What follows belongs to an exercise in optimizing a design on an open flow for small area and a short achievable clock period; a production flow would make more cautious choices. Function was checked by simulation only, so behaviour that the tests miss may differ from the original.

$ cat run.sh
#!/bin/bash
# synth_recipe.tcl (not shown) runs the flow's synth.tcl, then flattens the netlist and writes it again
# the make line also repeats each setting of config.mk as NAME=value (left out here)
make -C /OpenROAD-flow-scripts/flow DESIGN_CONFIG=/design/flow/config.mk WORK_HOME=/design/flow/orfs CLKGATE_MAP_FILE= SYNTH_SCRIPT=/design/flow/synth_recipe.tcl finish
$ cat config.mk
export PLATFORM = sky130hd
export DESIGN_NAME = inv_sqrt_unit
export DESIGN_NICKNAME = inv_sqrt_unit
export VERILOG_FILES = /design/flow/design.v
export SDC_FILE = /design/flow/constraint.sdc
export NUM_CORES = 4
export LEC_CHECK = 0
export CAP_MARGIN = 20
export CORE_MARGIN = 2
export CORE_UTILIZATION = 40
export SLEW_MARGIN = 20
$ cat constraint.sdc
create_clock -name core_clock -period 9.5 [get_ports {clk}]
set_input_delay 1.9000 -clock core_clock [delete_from_list [all_inputs] [get_ports {clk}]]
set_output_delay 1.9000 -clock core_clock [all_outputs]
set_load 0.01 [all_outputs]
$ cat design.v
`default_nettype none
package fp_pkg;
	parameter int FP_WIDTH = 27;
	parameter int EXP_WIDTH = 8;
	parameter int FRAC_WIDTH = 18;
	parameter int EXP_BIAS = 127;
	parameter int INT_WIDTH = 16;
	typedef logic [FP_WIDTH-1:0] fp_t;
	typedef logic [INT_WIDTH-1:0] int_t;
	parameter fp_t INV_SQRT_MAGIC = 27'd49920718;
	parameter fp_t THREE_HALVES = 27'd33423360;
	parameter int ADD_LATENCY = 2;
	parameter int INV_SQRT_LATENCY = 5;
endpackage
`default_nettype wire
`timescale 1ns/10ps
`default_nettype none
module fp_mul (
	input  fp_pkg::fp_t a,
	input  fp_pkg::fp_t b,
	output fp_pkg::fp_t prod
);
	localparam int PROD_WIDTH = 2 * fp_pkg::FRAC_WIDTH;
	localparam logic [fp_pkg::EXP_WIDTH:0] BIAS_W = (fp_pkg::EXP_WIDTH+1)'(fp_pkg::EXP_BIAS);
	localparam logic [fp_pkg::EXP_WIDTH:0] BIAS_M1 = (fp_pkg::EXP_WIDTH+1)'(fp_pkg::EXP_BIAS - 1);
	logic                  a_sign;
	logic                  b_sign;
	logic [fp_pkg::EXP_WIDTH-1:0]  a_exp;
	logic [fp_pkg::EXP_WIDTH-1:0]  b_exp;
	logic [fp_pkg::FRAC_WIDTH-1:0] a_sig;
	logic [fp_pkg::FRAC_WIDTH-1:0] b_sig;
	logic [PROD_WIDTH-1:0] sig_prod;
	logic [fp_pkg::EXP_WIDTH:0]    exp_sum;
	logic [fp_pkg::EXP_WIDTH:0]    exp_adj;
	logic [fp_pkg::FRAC_WIDTH-1:0] prod_frac;
	logic                  underflow;
	assign a_sign = a[fp_pkg::FP_WIDTH-1];
	assign b_sign = b[fp_pkg::FP_WIDTH-1];
	assign a_exp = a[fp_pkg::FP_WIDTH-2 -: fp_pkg::EXP_WIDTH];
	assign b_exp = b[fp_pkg::FP_WIDTH-2 -: fp_pkg::EXP_WIDTH];
	assign a_sig = {1'b1, a[fp_pkg::FRAC_WIDTH-1:1]};
	assign b_sig = {1'b1, b[fp_pkg::FRAC_WIDTH-1:1]};
	assign sig_prod = a_sig * b_sig;
	assign exp_sum = {1'b0, a_exp} + {1'b0, b_exp};
	assign exp_adj = sig_prod[PROD_WIDTH-1] ? (exp_sum - BIAS_M1) : (exp_sum - BIAS_W);
	assign prod_frac = sig_prod[PROD_WIDTH-1] ? sig_prod[PROD_WIDTH-2 -: fp_pkg::FRAC_WIDTH] :
		sig_prod[PROD_WIDTH-3 -: fp_pkg::FRAC_WIDTH];
	assign underflow = (exp_sum <= BIAS_W);
	assign prod = (underflow || (a_exp == '0) || (b_exp == '0)) ? '0 :
		{a_sign ^ b_sign, exp_adj[fp_pkg::EXP_WIDTH-1:0], prod_frac};
endmodule
`default_nettype wire
`timescale 1ns/10ps
`default_nettype none
module fp_add (
	input  logic clk,
	input  fp_pkg::fp_t  a,
	input  fp_pkg::fp_t  b,
	output fp_pkg::fp_t  sum
);
	localparam int ALIGN_WIDTH = 2 * fp_pkg::FRAC_WIDTH + 1;
	localparam int NORM_WIDTH = ALIGN_WIDTH + fp_pkg::FRAC_WIDTH - 1;
	localparam int FLUSH_LIMIT = ALIGN_WIDTH - 2;
	localparam int SHIFT_WIDTH = $clog2(ALIGN_WIDTH + 1);
	logic                   a_sign;
	logic                   b_sign;
	logic [fp_pkg::EXP_WIDTH-1:0]   a_exp;
	logic [fp_pkg::EXP_WIDTH-1:0]   b_exp;
	logic [fp_pkg::FRAC_WIDTH-1:0]  a_sig;
	logic [fp_pkg::FRAC_WIDTH-1:0]  b_sig;
	logic                   a_larger;
	logic [fp_pkg::EXP_WIDTH-1:0]   diff_a;
	logic [fp_pkg::EXP_WIDTH-1:0]   diff_b;
	logic [fp_pkg::EXP_WIDTH-1:0]   larger_exp;
	logic [ALIGN_WIDTH-1:0] a_aligned;
	logic [ALIGN_WIDTH-1:0] b_aligned;
	logic [ALIGN_WIDTH-1:0] raw_sum;
	logic [ALIGN_WIDTH-1:0] s1_sum;
	logic [fp_pkg::EXP_WIDTH-1:0]   s1_exp;
	logic                   s1_a_zero;
	logic                   s1_b_zero;
	fp_pkg::fp_t                    s1_a;
	fp_pkg::fp_t                    s1_b;
	logic                   s1_sign;
	logic [SHIFT_WIDTH-1:0] norm_shift;
	logic [NORM_WIDTH-1:0]  norm_word;
	logic [fp_pkg::FRAC_WIDTH-1:0]  sum_frac;
	logic [fp_pkg::EXP_WIDTH:0]     exp_up;
	logic [fp_pkg::EXP_WIDTH-1:0]   sum_exp;
	logic                   underflow;
	assign a_sign = a[fp_pkg::FP_WIDTH-1];
	assign b_sign = b[fp_pkg::FP_WIDTH-1];
	assign a_exp = a[fp_pkg::FP_WIDTH-2 -: fp_pkg::EXP_WIDTH];
	assign b_exp = b[fp_pkg::FP_WIDTH-2 -: fp_pkg::EXP_WIDTH];
	assign a_sig = {1'b1, a[fp_pkg::FRAC_WIDTH-1:1]};
	assign b_sig = {1'b1, b[fp_pkg::FRAC_WIDTH-1:1]};
	assign a_larger = (a_exp > b_exp) || ((a_exp == b_exp) && (a_sig > b_sig));
	assign diff_a = b_exp - a_exp;
	assign diff_b = a_exp - b_exp;
	assign larger_exp = (b_exp > a_exp) ? b_exp : a_exp;
	assign a_aligned = a_larger ? {1'b0, a_sig, {fp_pkg::FRAC_WIDTH{1'b0}}} :
		(diff_a > FLUSH_LIMIT) ? '0 : ({1'b0, a_sig, {fp_pkg::FRAC_WIDTH{1'b0}}} >> diff_a);
	assign b_aligned = !a_larger ? {1'b0, b_sig, {fp_pkg::FRAC_WIDTH{1'b0}}} :
		(diff_b > FLUSH_LIMIT) ? '0 : ({1'b0, b_sig, {fp_pkg::FRAC_WIDTH{1'b0}}} >> diff_b);
	assign raw_sum = ((a_sign ^ b_sign) && a_larger) ? (a_aligned - b_aligned) :
		((a_sign ^ b_sign) && !a_larger) ? (b_aligned - a_aligned) :
		(a_aligned + b_aligned);
	always_ff @(posedge clk) begin
		s1_sum <= raw_sum;
		s1_exp <= larger_exp;
		s1_a_zero <= (a_exp == '0);
		s1_b_zero <= (b_exp == '0);
		s1_a <= a;
		s1_b <= b;
		s1_sign <= a_larger ? a_sign : b_sign;
	end
	always_comb begin
		norm_shift = SHIFT_WIDTH'(ALIGN_WIDTH);
		for (int i = 0; i < ALIGN_WIDTH; i++) begin
			if (s1_sum[i]) begin
				norm_shift = SHIFT_WIDTH'(ALIGN_WIDTH - 1 - i);
			end
		end
	end
	assign norm_word = {s1_sum, {(fp_pkg::FRAC_WIDTH-1){1'b0}}} << (norm_shift + 1'b1);
	assign sum_frac = norm_word[NORM_WIDTH-1 -: fp_pkg::FRAC_WIDTH];
	assign exp_up = {1'b0, s1_exp} + 1'b1;
	assign sum_exp = exp_up[fp_pkg::EXP_WIDTH-1:0] - fp_pkg::EXP_WIDTH'(norm_shift);
	assign underflow = (exp_up <= (fp_pkg::EXP_WIDTH+1)'(norm_shift));
	always_ff @(posedge clk) begin
		if (s1_a_zero && s1_b_zero) begin
			sum <= '0;
		end else if (s1_a_zero) begin
			sum <= s1_b;
		end else if (s1_b_zero) begin
			sum <= s1_a;
		end else if (underflow || (s1_sum == '0)) begin
			sum <= '0;
		end else begin
			sum <= {s1_sign, sum_exp, sum_frac};
		end
	end
endmodule
`default_nettype wire
`timescale 1ns/10ps
`default_nettype none
module fp_inv_sqrt (
	input  logic clk,
	input  logic reset,
	input  logic conv_valid,
	input  fp_pkg::fp_t  conv_fp,
	output logic isq_valid,
	output fp_pkg::fp_t  isq_fp
);
	localparam int Y_DEPTH = fp_pkg::ADD_LATENCY + 3;
	logic                  x_sign;
	logic [fp_pkg::EXP_WIDTH-1:0]  x_exp;
	logic [fp_pkg::FRAC_WIDTH-1:0] x_frac;
	fp_pkg::fp_t                   y_guess;
	fp_pkg::fp_t                   half_x;
	fp_pkg::fp_t                   y_sq;
	fp_pkg::fp_t                   half_x_q;
	fp_pkg::fp_t                   y_sq_q;
	fp_pkg::fp_t                   xy2;
	fp_pkg::fp_t                   xy2_q;
	fp_pkg::fp_t                   neg_xy2;
	fp_pkg::fp_t                   newton_term;
	fp_pkg::fp_t                   newton_term_q;
	fp_pkg::fp_t                   y_pipe [Y_DEPTH];
	logic [fp_pkg::INV_SQRT_LATENCY-1:0] valid_pipe;
	assign x_sign = conv_fp[fp_pkg::FP_WIDTH-1];
	assign x_exp = conv_fp[fp_pkg::FP_WIDTH-2 -: fp_pkg::EXP_WIDTH];
	assign x_frac = conv_fp[fp_pkg::FRAC_WIDTH-1:0];
	assign y_guess = fp_pkg::INV_SQRT_MAGIC - (conv_fp >> 1);
	assign half_x = {x_sign, x_exp - 1'b1, x_frac};
	fp_mul u_mul_ysq (.a(y_guess), .b(y_guess), .prod(y_sq));
	always_ff @(posedge clk) begin
		half_x_q <= half_x;
		y_sq_q <= y_sq;
	end
	fp_mul u_mul_xy2 (.a(half_x_q), .b(y_sq_q), .prod(xy2));
	always_ff @(posedge clk) begin
		xy2_q <= xy2;
	end
	assign neg_xy2 = {~xy2_q[fp_pkg::FP_WIDTH-1], xy2_q[fp_pkg::FP_WIDTH-2:0]};
	fp_add u_add_newton (.clk(clk), .a(neg_xy2), .b(fp_pkg::THREE_HALVES), .sum(newton_term));
	always_ff @(posedge clk) begin
		newton_term_q <= newton_term;
	end
	always_ff @(posedge clk) begin
		y_pipe[0] <= y_guess;
		for (int i = 1; i < Y_DEPTH; i++) begin
			y_pipe[i] <= y_pipe[i-1];
		end
	end
	fp_mul u_mul_out (.a(y_pipe[Y_DEPTH-1]), .b(newton_term_q), .prod(isq_fp));
	always_ff @(posedge clk) begin
		if (reset) begin
			valid_pipe <= '0;
		end else begin
			valid_pipe <= {valid_pipe[fp_pkg::INV_SQRT_LATENCY-2:0], conv_valid};
		end
	end
	assign isq_valid = valid_pipe[fp_pkg::INV_SQRT_LATENCY-1];
endmodule
`default_nettype wire
`timescale 1ns/10ps
`default_nettype none
module int_to_fp (
	input  logic clk,
	input  logic reset,
	input  logic in_valid,
	input  fp_pkg::int_t in_value,
	output logic conv_valid,
	output fp_pkg::fp_t  conv_fp
);
	localparam int POS_WIDTH = $clog2(fp_pkg::INT_WIDTH);
	localparam int BUF_WIDTH = fp_pkg::INT_WIDTH + fp_pkg::FRAC_WIDTH;
	logic [POS_WIDTH-1:0] lead_pos;
	logic [BUF_WIDTH-1:0] frac_buf;
	logic [fp_pkg::EXP_WIDTH-1:0] conv_exp;
	always_comb begin
		lead_pos = '0;
		for (int i = 0; i < fp_pkg::INT_WIDTH; i++) begin
			if (in_value[i]) begin
				lead_pos = POS_WIDTH'(i);
			end
		end
	end
	assign frac_buf = {in_value, {fp_pkg::FRAC_WIDTH{1'b0}}} >> lead_pos;
	assign conv_exp = fp_pkg::EXP_WIDTH'(fp_pkg::EXP_BIAS) + fp_pkg::EXP_WIDTH'(lead_pos);
	always_ff @(posedge clk) begin
		if (reset) begin
			conv_valid <= 1'b0;
		end else begin
			conv_valid <= in_valid;
		end
	end
	always_ff @(posedge clk) begin
		if (in_valid) begin
			conv_fp <= (in_value == '0) ? '0 : {1'b0, conv_exp, frac_buf[fp_pkg::FRAC_WIDTH-1:0]};
		end
	end
endmodule
`default_nettype wire
`timescale 1ns/10ps
`default_nettype none
module fp_to_fixed #(
	parameter int OUT_FRAC_BITS = 14
) (
	input  logic clk,
	input  logic reset,
	input  logic isq_valid,
	input  fp_pkg::fp_t  isq_fp,
	output logic out_valid,
	output fp_pkg::fp_t  out_fp,
	output fp_pkg::int_t out_fixed
);
	localparam int BUF_WIDTH = fp_pkg::INT_WIDTH + fp_pkg::FRAC_WIDTH;
	localparam logic [fp_pkg::EXP_WIDTH:0] BIAS_W = (fp_pkg::EXP_WIDTH+1)'(fp_pkg::EXP_BIAS);
	localparam logic [fp_pkg::EXP_WIDTH:0] SAT_EXP = (fp_pkg::EXP_WIDTH+1)'(fp_pkg::EXP_BIAS + fp_pkg::INT_WIDTH - 2);
	localparam fp_pkg::int_t SAT_VALUE = {1'b0, {(fp_pkg::INT_WIDTH-1){1'b1}}};
	logic [fp_pkg::EXP_WIDTH:0]   scaled_exp;
	logic [fp_pkg::EXP_WIDTH:0]   shift_amt;
	logic [BUF_WIDTH-1:0] shift_buf;
	fp_pkg::int_t                 fixed_value;
	assign scaled_exp = {1'b0, isq_fp[fp_pkg::FP_WIDTH-2 -: fp_pkg::EXP_WIDTH]} +
		(fp_pkg::EXP_WIDTH+1)'(OUT_FRAC_BITS);
	assign shift_amt = scaled_exp - BIAS_W;
	assign shift_buf = {{(fp_pkg::INT_WIDTH-1){1'b0}}, 1'b1, isq_fp[fp_pkg::FRAC_WIDTH-1:0]} << shift_amt;
	always_comb begin
		if (scaled_exp < BIAS_W) begin
			fixed_value = '0;
		end else if (scaled_exp > SAT_EXP) begin
			fixed_value = SAT_VALUE;
		end else begin
			fixed_value = shift_buf[BUF_WIDTH-1 -: fp_pkg::INT_WIDTH];
		end
	end
	always_ff @(posedge clk) begin
		if (reset) begin
			out_valid <= 1'b0;
		end else begin
			out_valid <= isq_valid;
		end
	end
	always_ff @(posedge clk) begin
		out_fixed <= fixed_value;
		out_fp <= isq_fp;
	end
endmodule
`default_nettype wire
`timescale 1ns/10ps
`default_nettype none
module inv_sqrt_unit #(
	parameter int OUT_FRAC_BITS = 14
) (
	input  logic clk,
	input  logic reset,
	input  logic in_valid,
	input  fp_pkg::int_t in_value,
	output logic out_valid,
	output fp_pkg::fp_t  out_fp,
	output fp_pkg::int_t out_fixed
);
	logic conv_valid;
	fp_pkg::fp_t  conv_fp;
	logic isq_valid;
	fp_pkg::fp_t  isq_fp;
	int_to_fp u_int_to_fp (
		.clk        (clk),
		.reset      (reset),
		.in_valid   (in_valid),
		.in_value   (in_value),
		.conv_valid (conv_valid),
		.conv_fp    (conv_fp)
	);
	fp_inv_sqrt u_fp_inv_sqrt (
		.clk        (clk),
		.reset      (reset),
		.conv_valid (conv_valid),
		.conv_fp    (conv_fp),
		.isq_valid  (isq_valid),
		.isq_fp     (isq_fp)
	);
	fp_to_fixed #(
		.OUT_FRAC_BITS (OUT_FRAC_BITS)
	) u_fp_to_fixed (
		.clk       (clk),
		.reset     (reset),
		.isq_valid (isq_valid),
		.isq_fp    (isq_fp),
		.out_valid (out_valid),
		.out_fp    (out_fp),
		.out_fixed (out_fixed)
	);
endmodule
`default_nettype wire
==> results.sh <==
export IMPL_arrival_ns=9.52
export IMPL_clk_latency_ns=0.63
export IMPL_max_freq_mhz=111
export IMPL_holdWs_ns=0.307
export IMPL_path_buf_inv=7
export IMPL_synth_largest_area_cell="fa_1"
export IMPL_grt_max_degree=41
export IMPL_setup_viol=0
export IMPL_synth_edf_count=22
export IMPL_finalCriticalPeriod_ns=8.98
export IMPL_yosysSeqAreaShare_pct=15.1
export IMPL_clockRootBuffer="clkbuf_16"
export IMPL_critPathSlowestCell="dfxtp_1"
export IMPL_vias_per_cell=5.32
export IMPL_fp_dieH_um=356
export IMPL_core_area_um2=123000
export IMPL_gp_congestion=0.934
export IMPL_grt_total_usage_pct=21.9
export IMPL_grt_overflow=0
export IMPL_antenna_found_initial=2
export IMPL_pin_count=63
export IMPL_setup_slack_ns=0.517
export IMPL_clkTransAtPathRegs_ns=0.06
export IMPL_crit_path_max_fanout=13
export IMPL_rsz0062_at_grt="no"
export IMPL_cp_data_required_time_ns=10.04
export IMPL_diodes=0
export IMPL_finalHoldViolations=0
export IMPL_drtPass1Iterations=6
export IMPL_hp_start="u_fp_inv_sqrt.y_pipe[1][23]$_DFF_P_"
export IMPL_hold_path_depth=0
export IMPL_slowest_delay_ns=0.69
export IMPL_via_count=39200
export IMPL_grt_pass1_vias=40600
export IMPL_synth_async_reset_ratio_pct=0
export IMPL_syn_to_final_growth_pct=8.20
export IMPL_start_util_pct=40.2
export IMPL_yosys_warnings=6
export IMPL_stdcell_count=7373
export IMPL_ys_flop_type="dfxtp_1"
export IMPL_maxSlewViolCount=0
export IMPL_fillers=12200
export IMPL_wl_um=135000
export IMPL_drc=0
export IMPL_holdPathEnd="u_fp_inv_sqrt.y_pipe[2][23]$_DFF_P_"
export IMPL_status="no timing/DRC/antenna violations"
export IMPL_cp_common_cell="fa_1"
export IMPL_dp_cells=7292
export IMPL_relSlewSlack_pct=29.4
export IMPL_wl_per_cell_um=18.4
export IMPL_die_w_um=356
export IMPL_setup_worst_path_class="reg -> reg"
export IMPL_drt_initial_drc_count=2849
export IMPL_fin_nets=6853
export IMPL_timing_max_cap_violations=0
export IMPL_synthTopCellsByCount="inv_1, fa_1, nand2_1"
export IMPL_htree_levels=2
export IMPL_syn_nets=6893
export IMPL_drive_gt1_share_pct=5.54
export IMPL_ys_top_cells_by_area="fa_1, dfxtp_1, ha_1, inv_1, nand2_1"
export IMPL_ant_nets=0
export IMPL_finClkSkew_ns=0.0593
export IMPL_yosysMostFrequentCell="inv_1"
export IMPL_period_share_pct=94.6
export IMPL_syn_avg_cell_area_um2=8.65
export IMPL_worstMarginPinSlew_ns=1.05
export IMPL_synth_top_cell_area_share_pct=28.3
export IMPL_hpwl_um=110000
export IMPL_r2r_start="u_fp_inv_sqrt.newton_term_q[7]$_DFF_P_"
export IMPL_core_rowCount=129
export IMPL_cp_start_kind="flop"
export IMPL_port_buffer_count=62
export IMPL_grt_pass1_wl_um=222000
export IMPL_netlist_area_um2=49700
export IMPL_clock_path_buffers=3
export IMPL_clkSinkCount=364
export IMPL_cp_depth=29
export IMPL_worstRegToRegCells=29
export IMPL_pre_cts_slack_ns=0.276
export IMPL_r2r_end="u_fp_to_fixed.out_fixed[3]$_SDFF_PP0_"
export IMPL_fin_setup_tns_ns=0
export IMPL_rrSetupSlack_ns=0.52
export IMPL_tritoncts="done"
export IMPL_dieArea_um2=127000
export IMPL_ys_types=97
export IMPL_cts_buffers=43
export IMPL_ys_ff_latch=364
export IMPL_cp_end_kind="flop"
export IMPL_hold_path_class="reg -> reg"
export IMPL_syn_instance_count=5744
export IMPL_critical_path_top_delay_family="adder cells"
==> cell type report <==
| class | count | area (um2) | area share, % |
|---|---|---|---|
| Clock buffer | 51 | 1180 | 2.19 |
| Clock inverter | 26 | 330 | 0.615 |
| Inverter | 1090 | 4090 | 7.61 |
| Multi-Input combinational cell | 4043 | 37200 | 69.2 |
| Sequential cell | 364 | 7520 | 14.0 |
| Tap cell | 1637 | 2050 | 3.81 |
| Timing Repair Buffer | 162 | 1370 | 2.55 |
==> through the flow <==
stage	util, %	area [um2]
6_report	43.5	53700
2_1_floorplan	-	49700
4_1_cts	43.5	53700
3_3_place_gp	42.2	52200
3_5_place_dp	42.2	52200
5_1_grt	43.5	53700
==> registers in the layout, summed over array words and instances, names as in the netlist <==
name                                  flops
u_fp_inv_sqrt.half_x_q                   23
u_fp_inv_sqrt.newton_term_q              26
u_fp_inv_sqrt.u_add_newton.s1_a_zero      1
u_fp_inv_sqrt.u_add_newton.s1_exp         8
u_fp_inv_sqrt.u_add_newton.s1_sign        1
u_fp_inv_sqrt.u_add_newton.s1_sum        37
u_fp_inv_sqrt.u_add_newton.sum           26
u_fp_inv_sqrt.valid_pipe                  5
u_fp_inv_sqrt.xy2_q                      25
u_fp_inv_sqrt.y_pipe                    120
u_fp_inv_sqrt.y_sq_q                     25
u_fp_to_fixed.out_fixed                  16
u_fp_to_fixed.out_fp                     27
u_fp_to_fixed.out_valid                   1
u_int_to_fp.conv_fp                      22
u_int_to_fp.conv_valid                    1
==> worst register-to-register path: cells and delay by family, from the launching register on <==
family | cells | cell delay, ns
flops | 1 | 0.69
xor+xnor | 1 | 0.29
mux | 1 | 0.26
fa+ha+maj | 7 | 3.23
buf+inv | 7 | 0.96
compound gates | 8 | 1.83
simple gates | 5 | 1.69
==> worst max path at each step <==
| stage | startpoint | endpoint | slack, ns |
|---|---|---|---|
| detailed placement | u_int_to_fp.conv_fp[6]$_SDFFCE_PN0P_ | u_fp_inv_sqrt.y_sq_q[3]$_SDFF_PP0_ | 0.28 |
| global placement | u_int_to_fp.conv_fp[6]$_SDFFCE_PN0P_ | u_fp_inv_sqrt.y_sq_q[3]$_SDFF_PP0_ | 0.37 |
| finish | u_fp_inv_sqrt.newton_term_q[7]$_DFF_P_ | u_fp_to_fixed.out_fixed[3]$_SDFF_PP0_ | 0.52 |
| CTS | u_int_to_fp.conv_fp[6]$_SDFFCE_PN0P_ | u_fp_inv_sqrt.y_sq_q[3]$_SDFF_PP0_ | 0.23 |
| floorplan | u_fp_inv_sqrt.y_pipe[4][10]$_DFF_P_ | u_fp_to_fixed.out_fixed[4]$_SDFF_PP0_ | 0.57 |
| global route | u_fp_inv_sqrt.newton_term_q[9]$_DFF_P_ | u_fp_to_fixed.out_fixed[15]$_SDFF_PP0_ | 0.02 |
==> cells by family (layout without fill, tap and decap cells) <==
logic type                 count (synthesis)  after routing  synth area share, %
buffers and inverters                   1337           1329                 10.2
muxes                                    169            169                 4.55
adders and majority gates               1130           1130                 39.1
AOI/OAI and AO/OA                        935            935                 12.6
DFF                                      364            364                 15.1
and+or+nand+nor                         1650           1650                 15.6
xor gates and xnor gates                 159            159                 2.80
==> routing by layer <==
| layer | global-route usage, % | wire (um) |
|---|---|---|
| met1 | 29.5 | 60600 |
| met2 | 37.0 | 64200 |
| met3 | 2.25 | 6530 |
| met4 | 6.57 | 4070 |
| met5 | 0 | 13 |
==> cell usage in the layout (no fill, tap or decap), types with 100 or more instances in the layout <==
master      n
o21ai_0   167
inv_1    1085
buf_4     100
fa_1      702
ha_1      428
dfxtp_1   329
and2_1    234
mux2i_1   109
nor2_1    339
nand2_1   665
a21oi_1   256
==> timing repair <==
action | 4_1_cts | 5_1_grt
hold buffers | 0 | 0
endpoints found under the setup margin | 0 | 34
resized for setup | 0 | 17
setup buffers | 0 | 4

-- what the ideal ports hide --
Ports are ideal in the flow. The routed layout listed here was re-timed in OpenROAD.
Step 1, drivers: a clkbuf_16 drives clk and a buf_2 each remaining input, both assumed.
Step 2 moves the port delays by t, midway between the first and last clock arrival at a register: inputs arrive t later, outputs are due t later. That takes back most of the time a late clock gives input paths.
Three values: no drivers, after step 1, after step 2; two values: the first two.
t (ns): 0.670
setup WS [ns]: 0.517 / 0.517 / 0.517
worst setup path at the end: register to register
worst data-port slew with drivers (ns): 0.03
After both steps setup and hold are still met in this run. For this run, drivers alone change the setup slack by 0.000 ns; drivers and shift together by 0.000 ns.
